Context: an optimization exercise on an open-source flow, tuned for small area. The choices shown serve that exercise and are no tape-out recipe.
Function was checked by simulation only, so behaviour that the tests miss may differ from the original.

==> trial 8 <==
==> flow/design.v <==
`timescale 1ns/100ps
module tlc_bit_timer (
	input  logic        TESTCLK,
	input  logic        reset,
	output logic [10:0] cnt,
	output logic        chain_idx,   
	output logic        ctrl_phase,  
	output logic        ld0,         
	output logic        ld1,         
	output logic        turn         
);
	localparam logic [10:0] LAST = 11'd1539;
	always_ff @(posedge TESTCLK) begin
		if (reset) begin
			cnt        <= '0;
			chain_idx  <= 1'b1;
			ctrl_phase <= 1'b1;
		end else if (cnt == LAST) begin
			cnt       <= '0;
			chain_idx <= ~chain_idx;
			if (!chain_idx) begin
				ctrl_phase <= 1'b0;  
			end
		end else begin
			cnt <= cnt + 1'b1;
		end
	end
	always_ff @(posedge TESTCLK) begin
		ld0  <= !reset && (cnt == LAST) && chain_idx;
		ld1  <= reset || ((cnt == LAST) && !chain_idx);
		turn <= !reset && (cnt != LAST);
	end
endmodule
`timescale 1ns/100ps
module led_refresh_fsm (
	input  logic        TESTCLK,
	input  logic        reset,
	input  logic [10:0] cnt,
	input  logic        chain_idx,
	input  logic        ctrl_phase,
	output logic        load_word,   
	output logic        bit_step,    
	output logic        word_end,    
	output logic        ctrl_bit,    
	output logic        sclk,
	output logic        lat
);
	localparam logic [10:0] LAST = 11'd1539;
	logic [9:0] nxt;  
	assign load_word = (cnt == '0);
	assign bit_step  = !cnt[0] && !load_word;
	assign word_end  = (cnt == 11'd1538);
	assign sclk      = bit_step;
	assign lat       = (cnt == LAST) && !chain_idx;
	assign nxt = 10'(11'd768 - {1'b0, cnt[10:1]});
	always_comb begin
		if (nxt <= 10'd335)      ctrl_bit = 1'b1;
		else if (nxt <= 10'd344) ctrl_bit = 1'b0;
		else if (nxt <= 10'd366) ctrl_bit = 1'b1;
		else if (nxt <= 10'd368) ctrl_bit = 1'b0;
		else if (nxt <= 10'd370) ctrl_bit = 1'b1;
		else                     ctrl_bit = 1'b0;
	end
endmodule
`timescale 1ns/100ps
module gs_frame_buffer (
	input  logic          TESTCLK,
	input  logic          reset,
	input  logic          pix_wr_strobe,
	input  logic [24:0]   pix_wr,         
	input  logic          parity,         
	output logic [6143:0] mem             
);
	localparam int NUM_LANES   = 4;
	localparam int NUM_CHAINED = 2;
	localparam int GS_SLOTS    = 48;
	logic [1:0]  wr_lane;
	logic        wr_chain;
	logic [5:0]  wr_slot;
	logic [15:0] wr_value;
	assign {wr_lane, wr_chain, wr_slot, wr_value} = pix_wr;
	logic [15:0] wr_x;
	assign wr_x = reset ? 16'hffff : (wr_value ^ {16{parity}});
	logic [7:0] sel_lc;   
	logic [5:0] sel_hi;   
	logic [7:0] sel_lo;   
	for (genvar i = 0; i < 8; i++) begin : g_lc
		assign sel_lc[i] = pix_wr_strobe && ({wr_lane, wr_chain} == 3'(i));
		assign sel_lo[i] = (wr_slot[2:0] == 3'(i));
	end
	for (genvar i = 0; i < 6; i++) begin : g_hi
		assign sel_hi[i] = (wr_slot[5:3] == 3'(i));
	end
	for (genvar l = 0; l < NUM_LANES; l++) begin : g_wl
		for (genvar c = 0; c < NUM_CHAINED; c++) begin : g_wc
			for (genvar s = 0; s < GS_SLOTS; s++) begin : g_ws
				localparam int W = 16 * (96*l + 48*c + s);
				logic        we;
				logic        we_n;
				logic [15:0] word_q;
				assign we_n = !(sel_lc[2*l + c] && sel_hi[s / 8] && sel_lo[s % 8]);
				assign we   = reset || !we_n;
				for (genvar b = 0; b < 16; b++) begin : g_wb
					gs_bit gs_bit_i (
						.TESTCLK (TESTCLK),
						.we      (we),
						.we_n    (we_n),
						.wr_x    (wr_x[b]),
						.q       (mem[W + b])
					);
				end
			end
		end
	end
endmodule
module gs_bit (
	input  logic TESTCLK,
	input  logic we,
	input  logic we_n,
	input  logic wr_x,
	output logic q
);
	always_ff @(posedge TESTCLK) begin
		q <= ~((q | we) & (wr_x | we_n));
	end
endmodule
`timescale 1ns/100ps
module tlc_shift_lane (
	input  logic         TESTCLK,
	input  logic         reset,
	input  logic [767:0] gs0,         
	input  logic [767:0] gs1,         
	input  logic         ld0,         
	input  logic         ld1,         
	input  logic         turn,        
	input  logic         load_word,
	input  logic         bit_step,
	input  logic         word_end,
	input  logic         ctrl_phase,
	input  logic         ctrl_bit,
	output logic         sdo
);
	localparam int N = 769;
	logic [N-1:0] ring;
	for (genvar p = 0; p < N - 1; p++) begin : g_ring
		localparam int I = (p % 2 == 1) ? (768 - (p + 1) / 2) : (383 - p / 2);
		tlc_ring_cell tlc_ring_cell_i (
			.TESTCLK (TESTCLK),
			.ld0     (ld0),
			.ld1     (ld1),
			.turn    (turn),
			.b0      (gs0[I]),
			.b1      (gs1[I]),
			.prev    (ring[p + 1]),
			.q       (ring[p])
		);
	end
	always_ff @(posedge TESTCLK) begin
		ring[N-1] <= ~ring[0];
	end
	always_ff @(posedge TESTCLK) begin
		if (reset) begin
			sdo <= 1'b0;
		end else if (load_word) begin
			sdo <= ctrl_phase;  
		end else if (bit_step) begin
			sdo <= word_end ? 1'b0 : (ctrl_phase ? ctrl_bit : ring[0]);
		end
	end
endmodule
module tlc_ring_cell (
	input  logic TESTCLK,
	input  logic ld0,
	input  logic ld1,
	input  logic turn,
	input  logic b0,
	input  logic b1,
	input  logic prev,
	output logic q
);
	always_ff @(posedge TESTCLK) begin
		q <= ~((ld0 & b0) | (ld1 & b1) | (turn & prev));
	end
endmodule
`timescale 1ns/100ps
module led_matrix_top
(
	input  logic      TESTCLK,
	input  logic      reset,
	input  logic        pix_wr_strobe,  
	input  logic [24:0] pix_wr,         
	output logic [5:0]  led_pins        
);
	localparam int NUM_LANES = 4;  
	logic [10:0]          cnt;
	logic                 chain_idx;
	logic                 ctrl_phase;
	logic                 load_word;
	logic                 bit_step;
	logic                 word_end;
	logic                 ctrl_bit;
	logic                 sclk;
	logic                 lat;
	logic                 ld0;
	logic                 ld1;
	logic                 turn;
	logic [6143:0]        mem;
	logic [NUM_LANES-1:0] sdo_bus;
	tlc_bit_timer tlc_bit_timer_i (
		.TESTCLK    (TESTCLK),
		.reset      (reset),
		.cnt        (cnt),
		.chain_idx  (chain_idx),
		.ctrl_phase (ctrl_phase),
		.ld0        (ld0),
		.ld1        (ld1),
		.turn       (turn)
	);
	led_refresh_fsm led_refresh_fsm_i (
		.TESTCLK    (TESTCLK),
		.reset      (reset),
		.cnt        (cnt),
		.chain_idx  (chain_idx),
		.ctrl_phase (ctrl_phase),
		.load_word  (load_word),
		.bit_step   (bit_step),
		.word_end   (word_end),
		.ctrl_bit   (ctrl_bit),
		.sclk       (sclk),
		.lat        (lat)
	);
	gs_frame_buffer gs_frame_buffer_i (
		.TESTCLK       (TESTCLK),
		.reset         (reset),
		.pix_wr_strobe (pix_wr_strobe),
		.pix_wr        (pix_wr),
		.parity        (cnt[0]),
		.mem           (mem)
	);
	for (genvar l = 0; l < NUM_LANES; l++) begin : g_lane
		tlc_shift_lane tlc_shift_lane_i (
			.TESTCLK    (TESTCLK),
			.reset      (reset),
			.gs0        (mem[16*96*l +: 768]),
			.gs1        (mem[16*(96*l + 48) +: 768]),
			.ld0        (ld0),
			.ld1        (ld1),
			.turn       (turn),
			.load_word  (load_word),
			.bit_step   (bit_step),
			.word_end   (word_end),
			.ctrl_phase (ctrl_phase),
			.ctrl_bit   (ctrl_bit),
			.sdo        (sdo_bus[l])
		);
	end
	assign led_pins = {sclk, lat, sdo_bus};
endmodule
==> flow/run.sh <==
#!/bin/bash
# synth_recipe.tcl (not shown) runs the flow's synth.tcl, then flattens the netlist and writes it again
# the make line also repeats each setting of config.mk as NAME=value (left out here)
make -C /OpenROAD-flow-scripts/flow DESIGN_CONFIG=/design/flow/config.mk WORK_HOME=/design/flow/orfs CLKGATE_MAP_FILE= SYNTH_SCRIPT=/design/flow/synth_recipe.tcl finish
==> flow/config.mk <==
export PLATFORM = sky130hd
export DESIGN_NAME = led_matrix_top
export DESIGN_NICKNAME = led_matrix_top
export VERILOG_FILES = /design/flow/design.v
export SDC_FILE = /design/flow/constraint.sdc
export NUM_CORES = 4
export LEC_CHECK = 0
export CAP_MARGIN = 20
export CORE_MARGIN = 2
export CORE_UTILIZATION = 45
export CTS_CLUSTER_DIAMETER = 100
export CTS_CLUSTER_SIZE = 26
export SLEW_MARGIN = 20
export SYNTH_HIERARCHICAL = 1
export SYNTH_MEMORY_MAX_BITS = 16384
==> flow/constraint.sdc <==
create_clock -name core_clock -period 10.0 [get_ports {TESTCLK}]
set_input_delay 2.0000 -clock core_clock [delete_from_list [all_inputs] [get_ports {TESTCLK}]]
set_output_delay 2.0000 -clock core_clock [all_outputs]
set_load 0.01 [all_outputs]
==> build 96: changes against trial 8 <==
Settings changed: CTS_CLUSTER_DIAMETER 100 to default, CTS_CLUSTER_SIZE 26 to default.
==> impl_metrics.json <==
{
  "status": "complete, no violations",
  "n_antenna_cell": 8,
  "maxSlewHeadroom_pct": 14.1,
  "power.share.combinational_pct": 7.8,
  "ir_drop_mv": 0.156,
  "flow.area_growth_from_synthesis_pct": 8.59,
  "post-route-util_pct": 49.0,
  "critPathSlowestCell": "dfxtp_1",
  "netSwitchingPower_mw": 15.5,
  "wl_met2_um": 359000,
  "wl_met1_um": 345000,
  "grt_use_met3_pct": 3.02,
  "p_int_mw": 49.3,
  "holdWs_ps": 395
}
# the run above: trial 8

==> impl_metrics.json <==
{
  "p_int_mw": 61.4,
  "grt_use_met3_pct": 3.84,
  "critPathSlowestCell": "clkdlybuf4s50_1",
  "yosysWarnings": 11,
  "wl_met1_um": 348000,
  "power.share.combinational_pct": 6.4,
  "ir_drop_mv": 0.210,
  "netSwitchingPower_mw": 18.5,
  "wl_met2_um": 365000,
  "antenna_left": 0,
  "flow.area_growth_from_synthesis_pct": 15.9,
  "fmax_ghz": 0.187,
  "holdWs_ps": 378,
  "status": "complete, no violations",
  "maxSlewHeadroom_pct": 19.8
}
# the run above: build 96

[static timing again, ports no longer ideal]
The flow's constraints put no driver on any port. The routed layouts listed below were extracted and timed again, unchanged, in two steps. Step 1 (the two cells are an assumption about what drives the block):
set clk [get_ports {TESTCLK}]
set_driving_cell -lib_cell sky130_fd_sc_hd__clkbuf_16 $clk
set_driving_cell -lib_cell sky130_fd_sc_hd__buf_2 [delete_from_list [all_inputs] $clk]
Step 2 adds t to the input delays and takes it off the output delays; t is the mean of the earliest and latest rising clock arrival at the registers after step 1. Input paths then give back, and output paths get back, about the clock's delay inside the block. Slacks: ideal ports / drivers / drivers and shift; pairs: ideal ports / drivers.
run | t (ns) | setup WS [ns] | worst hold slack (ns) | latest minus earliest clock arrival (ns) | cell pins on the clock port's net
trial 8 | 1.172 | 4.770 / 4.645 / 3.927 | 0.395 / 0.395 / 0.395 | 0.094 / 0.094 | 1
build 96 | 1.252 | 4.649 / 4.526 / 3.917 | 0.378 / 0.378 / 0.378 | 0.137 / 0.137 | 1
After both steps every run listed still meets setup and hold. For trial 8, which loses most, drivers alone change the setup slack by -0.125 ns; drivers and shift together by -0.843 ns.
